Source: an optimization exercise on an open RTL-to-GDS flow (aim: small area, a short achievable clock period and few clock cycles per item). Production flows keep margins and buffers that such runs may drop. Power and IR drop assume default switching activity.

==> flow/design.v <==
`timescale 1ns / 1ps
`default_nettype none
package gtod_pkg;
  typedef enum logic [1:0] {
    OP_TICK = 2'd0,
    OP_PPS  = 2'd1,
    OP_BYTE = 2'd2
  } op_t;
  typedef struct packed {
    logic [4:0] hours;
    logic [5:0] minutes;
    logic [5:0] seconds;
  } hms_t;
  typedef struct packed {
    logic valid;
    hms_t tod;
  } load_t;
  localparam logic [7:0] CHAR_G     = 8'h47;
  localparam logic [7:0] CHAR_A     = 8'h41;
  localparam logic [7:0] CHAR_COMMA = 8'h2C;
  localparam logic [4:0] UTC_OFFSET_RESET      = 5'd1;
  localparam logic [7:0] REPORT_INTERVAL_RESET = 8'd5;
endpackage
`default_nettype wire
`timescale 1ns / 1ps
`default_nettype none
module gtod_nmea_parser (
  input  wire logic           clk,
  input  wire logic           rst_n,
  input  wire logic           byte_valid,
  input  wire logic [7:0]     rx_byte,
  input  wire logic [4:0]     utc_offset,
  output gtod_pkg::load_t     load
);
  localparam logic [1:0] ST_SCAN = 2'd0;   
  localparam logic [1:0] ST_G    = 2'd1;   
  localparam logic [1:0] ST_GA   = 2'd2;   
  localparam logic [1:0] ST_CAPT = 2'd3;   
  logic [2:0] idx_r;    
  logic [1:0] st_r;
  logic [4:0] p0_r;     
  logic [5:0] p1_r;     
  logic [8:0] p2_r;     
  logic       is_comma;
  logic [8:0] tens;
  logic [9:0] psum;
  logic [5:0] pair_top;
  logic [5:0] pair;
  logic [6:0] h_sum;
  logic [4:0] hh;
  logic [4:0] hload_r;  
  assign is_comma = rx_byte == gtod_pkg::CHAR_COMMA;
  always_comb begin
    if (rx_byte <= 8'd27) begin
      tens = 9'd0;
    end else if (rx_byte >= 8'd59) begin
      tens = 9'd318;
    end else begin
      tens = 9'({rx_byte, 3'b0} + {1'b0, rx_byte, 1'b0} - 11'd272);
    end
  end
  always_comb begin
    pair_top = (idx_r[2:1] == 2'd0) ? 6'd23 : 6'd59;
    psum     = {1'b0, p2_r} + {2'b0, rx_byte};
    if (psum[9:8] == 2'd0) begin
      pair = 6'd0;
    end else if (psum[9] || psum[7:0] > {2'b0, pair_top}) begin
      pair = pair_top;
    end else begin
      pair = psum[5:0];
    end
  end
  always_comb begin
    h_sum = {2'b0, p0_r} + {{2{utc_offset[4]}}, utc_offset} + 7'd24;
    if (h_sum >= 7'd48) begin
      hh = 5'(h_sum - 7'd48);
    end else if (h_sum >= 7'd24) begin
      hh = 5'(h_sum - 7'd24);
    end else begin
      hh = h_sum[4:0];
    end
  end
  assign load.valid       = byte_valid && idx_r == 3'd6;
  always_ff @(posedge clk) begin
    hload_r <= hh;
  end
  assign load.tod.hours   = hload_r;
  assign load.tod.minutes = p1_r;
  assign load.tod.seconds = p2_r[5:0];
  always_ff @(posedge clk) begin
    if (!rst_n) begin
      idx_r <= 3'd0;
      st_r  <= ST_SCAN;
    end else if (byte_valid && idx_r != 3'd7) begin
      if (idx_r == 3'd6) begin
        idx_r <= 3'd7;
      end else if (st_r == ST_CAPT) begin
        if (is_comma) begin
          st_r <= ST_SCAN;
        end
        idx_r <= idx_r + 3'd1;
      end else if (st_r == ST_GA && is_comma) begin
        st_r  <= ST_CAPT;
        idx_r <= 3'd0;
      end else if (rx_byte == gtod_pkg::CHAR_G) begin
        st_r <= ST_G;
      end else if (st_r == ST_G && rx_byte == gtod_pkg::CHAR_A) begin
        st_r <= ST_GA;
      end else begin
        st_r <= ST_SCAN;
      end
    end
  end
  always_ff @(posedge clk) begin
    if (byte_valid && idx_r[2:1] != 2'd3 && st_r == ST_CAPT) begin
      if (!idx_r[0]) begin
        p0_r <= p1_r[4:0];
        p1_r <= p2_r[5:0];
        p2_r <= tens;
      end else begin
        p2_r <= {3'b0, pair};
      end
    end
  end
endmodule
`default_nettype wire
`timescale 1ns / 1ps
`default_nettype none
module gtod_clock_core (
  input  wire logic             clk,
  input  wire logic             rst_n,
  input  wire logic             evt_valid,
  input  wire gtod_pkg::op_t    evt_op,
  input  wire gtod_pkg::load_t  load,
  input  wire logic [7:0]       report_interval,
  output logic                  res_valid,
  output logic                  res_valid_nxt,
  input  wire logic             res_ready,
  output logic [79:0]           res_data
);
  logic            running_r;
  gtod_pkg::hms_t  board_r;
  logic [9:0]      board_ms_r;
  gtod_pkg::hms_t  gps_r;
  logic [31:0]     acc_r;       
  logic [7:0]      phase_r;
  logic            pend_r;
  logic            tick;
  logic            pps;
  logic            ms_wrap;
  logic            take;
  function automatic gtod_pkg::hms_t add_second(input gtod_pkg::hms_t t);
    gtod_pkg::hms_t r;
    logic s_top, m_top, h_top;
    s_top = &{t.seconds[5:3], t.seconds[1:0]};
    m_top = &{t.minutes[5:3], t.minutes[1:0]};
    h_top = t.hours[4] && (&t.hours[2:0]);
    r.seconds = s_top ? 6'd0 : t.seconds + 6'd1;
    r.minutes = !s_top ? t.minutes : m_top ? 6'd0 : t.minutes + 6'd1;
    r.hours   = !(s_top && m_top) ? t.hours : h_top ? 5'd0 : t.hours + 5'd1;
    add_second = r;
  endfunction
  assign tick    = evt_valid && evt_op == gtod_pkg::OP_TICK && running_r;
  assign pps     = evt_valid && evt_op == gtod_pkg::OP_PPS;
  assign ms_wrap = &{board_ms_r[9:5], board_ms_r[2:0]};
  assign take    = pend_r && res_ready;
  assign res_valid = pend_r;
  assign res_valid_nxt = rst_n && (pps && phase_r == 8'd0 || pend_r && !res_ready);
  assign res_data  = {4'b0, acc_r, gps_r.seconds, gps_r.minutes, gps_r.hours, board_ms_r,
                      board_r.seconds, board_r.minutes, board_r.hours};
  always_ff @(posedge clk) begin
    if (!rst_n) begin
      running_r  <= 1'b0;
      board_r    <= '0;
      board_ms_r <= 10'd0;
      gps_r      <= '0;
      acc_r      <= 32'd0;
      phase_r    <= 8'd0;
      pend_r     <= 1'b0;
    end else begin
      if (tick) begin
        board_ms_r <= ms_wrap ? 10'd0 : board_ms_r + 10'd1;
        if (ms_wrap) begin
          board_r <= add_second(board_r);
        end
      end
      if (tick) begin
        acc_r <= acc_r - 32'd1;
      end else if (pps && running_r) begin
        acc_r <= acc_r + 32'd1000;
      end else if (take) begin
        acc_r <= 32'd0;
      end
      if (pps) begin
        running_r <= 1'b1;
        gps_r     <= add_second(gps_r);
        phase_r   <= ({1'b0, phase_r} + 9'd1 >= {1'b0, report_interval}) ? 8'd0
                                                                       : phase_r + 8'd1;
      end
      pend_r <= res_valid_nxt;
      if (load.valid) begin
        board_r <= load.tod;
        gps_r   <= load.tod;
      end
    end
  end
endmodule
`default_nettype wire
`timescale 1ns / 1ps
`default_nettype none
module gps_synced_time_of_day_clock_top (
  input  wire logic        clk,
  input  wire logic        rst_n,
  input  wire logic        in_tvalid,
  output logic             in_tready,
  input  wire logic [7:0]  in_tdata,    
  input  wire logic [1:0]  in_tuser,    
  output logic             out_tvalid,
  input  wire logic        out_tready,
  output logic [79:0]      out_tdata,
  input  wire logic        cfg_psel,
  input  wire logic        cfg_penable,
  input  wire logic        cfg_pwrite,
  input  wire logic [2:0]  cfg_paddr,
  input  wire logic [31:0] cfg_pwdata,
  output logic [31:0]      cfg_prdata,
  output logic             cfg_pready
);
  logic            in_valid_r;
  gtod_pkg::op_t   in_op_r;
  logic [7:0]      in_byte_r;
  logic [4:0]      utc_offset_r;
  logic [7:0]      report_interval_r;
  logic [7:0]      rdata_r;
  logic            wrote_r;
  logic            advance;
  logic            in_valid_nxt;
  logic            out_valid_nxt;
  logic            cfg_wr;
  gtod_pkg::load_t load;
  assign cfg_pready = 1'b1;
  assign cfg_wr     = cfg_psel && cfg_penable && cfg_pwrite;
  assign advance    = in_valid_r && !out_tvalid && !wrote_r;
  assign in_valid_nxt = rst_n && (in_tvalid || !in_tready);
  always_ff @(posedge clk) begin
    in_tready <= !(in_valid_nxt && (out_valid_nxt || cfg_wr));
    wrote_r   <= cfg_wr;
  end
  always_ff @(posedge clk) begin
    rdata_r <= cfg_paddr[2] ? report_interval_r : {3'd0, utc_offset_r};
  end
  assign cfg_prdata = {24'd0, rdata_r};
  always_ff @(posedge clk) begin
    if (!rst_n) begin
      utc_offset_r      <= gtod_pkg::UTC_OFFSET_RESET;
      report_interval_r <= gtod_pkg::REPORT_INTERVAL_RESET;
    end else if (cfg_wr) begin
      if (!cfg_paddr[2]) begin
        utc_offset_r <= cfg_pwdata[4:0];
      end else begin
        report_interval_r <= cfg_pwdata[7:0];
      end
    end
  end
  always_ff @(posedge clk) begin
    in_valid_r <= in_valid_nxt;
  end
  always_ff @(posedge clk) begin
    if (in_tready) begin
      in_op_r   <= gtod_pkg::op_t'(in_tuser);
      in_byte_r <= in_tdata;
    end
  end
  gtod_nmea_parser u_parser (
    .clk        (clk),
    .rst_n      (rst_n),
    .byte_valid (advance && in_op_r == gtod_pkg::OP_BYTE),
    .rx_byte    (in_byte_r),
    .utc_offset (utc_offset_r),
    .load       (load)
  );
  gtod_clock_core u_core (
    .clk             (clk),
    .rst_n           (rst_n),
    .evt_valid       (advance),
    .evt_op          (in_op_r),
    .load            (load),
    .report_interval (report_interval_r),
    .res_valid       (out_tvalid),
    .res_valid_nxt   (out_valid_nxt),
    .res_ready       (out_tready),
    .res_data        (out_tdata)
  );
endmodule
`default_nettype wire
export LEC_CHECK = 0
export ABC_AREA = 1
export CAP_MARGIN = 20
export CORE_MARGIN = 2
export CORE_UTILIZATION = 40
export SETUP_SLACK_MARGIN = 4.5
export SLEW_MARGIN = 20
create_clock -name core_clock -period 7.0 [get_ports {clk}]
standard.sh (not shown) runs the stock make flow with config.mk's settings and CLKGATE_MAP_FILE= SYNTH_SCRIPT=/design/flow/synth_recipe.tcl, a recipe that flattens the netlist after the stock synthesis.
==> flow/flow/run.sh <==
#!/bin/bash
# Standard layout, with plain buffers on the ports instead of the default delay buffers.
set -euo pipefail
export BUFFER_PORTS_ARGS="-buffer_cell sky130_fd_sc_hd__buf_1"
bash standard.sh > standard.log 2>&1
Change:
--- a/flow/design.v
+++ b/flow/design.v
@@ -232,5 +232,5 @@
   logic [4:0]      utc_offset_r;
   logic [7:0]      report_interval_r;
-  logic [7:0]      rdata_r;
+  logic            rd_sel_r;
   logic            wrote_r;
   logic            advance;
@@ -248,7 +248,7 @@
   end
   always_ff @(posedge clk) begin
-    rdata_r <= cfg_paddr[2] ? report_interval_r : {3'd0, utc_offset_r};
-  end
-  assign cfg_prdata = {24'd0, rdata_r};
+    rd_sel_r <= cfg_paddr[2];
+  end
+  assign cfg_prdata = rd_sel_r ? {24'd0, report_interval_r} : {27'd0, utc_offset_r};
   always_ff @(posedge clk) begin
     if (!rst_n) begin
- The new run produced a clean layout
- fmax fell by 1.0%
- core utilization rose by 0.55 points
- total power fell by 4.5%
- non-clock buffer count fell by 21
- worst setup slack is worse by 0.028 ns
- combinational power rose by about 2%
No functional check of the RTL was part of any run of this note.

-- port drivers added, routing unchanged --
In the flow no input, the clock included, has a driving cell. The finished layouts below were timed again as built, in two steps.
Step 1 (the two cells are an assumption about what drives the block):
set clk [get_ports {clk}]
set_driving_cell -lib_cell sky130_fd_sc_hd__clkbuf_16 $clk
set_driving_cell -lib_cell sky130_fd_sc_hd__buf_2 [delete_from_list [all_inputs] $clk]
Step 2 moves the port delays by t, midway between the first and last clock arrival at a register: inputs arrive t later, outputs are due t later. That takes back most of the time a late clock gives input paths.
a / b / c = ideal ports / drivers / drivers and shift; a / b = the first two.
run | t (ns) | setup WS [ns] | latest minus earliest clock arrival (ns) | slew at the worst register clock pin (ns) | cell pins on the clock port's net
the first run | 0.483 | 4.362 / 4.362 / 4.199 | 0.012 / 0.012 | 0.07 / 0.07 | 1
the second run | 0.463 | 4.334 / 4.317 / 4.185 | 0.012 / 0.012 | 0.07 / 0.07 | 1
After both steps every run listed still meets setup and hold. The setup slack of the first run, which loses most, moves by 0.000 ns with the drivers and by -0.163 ns with both steps.
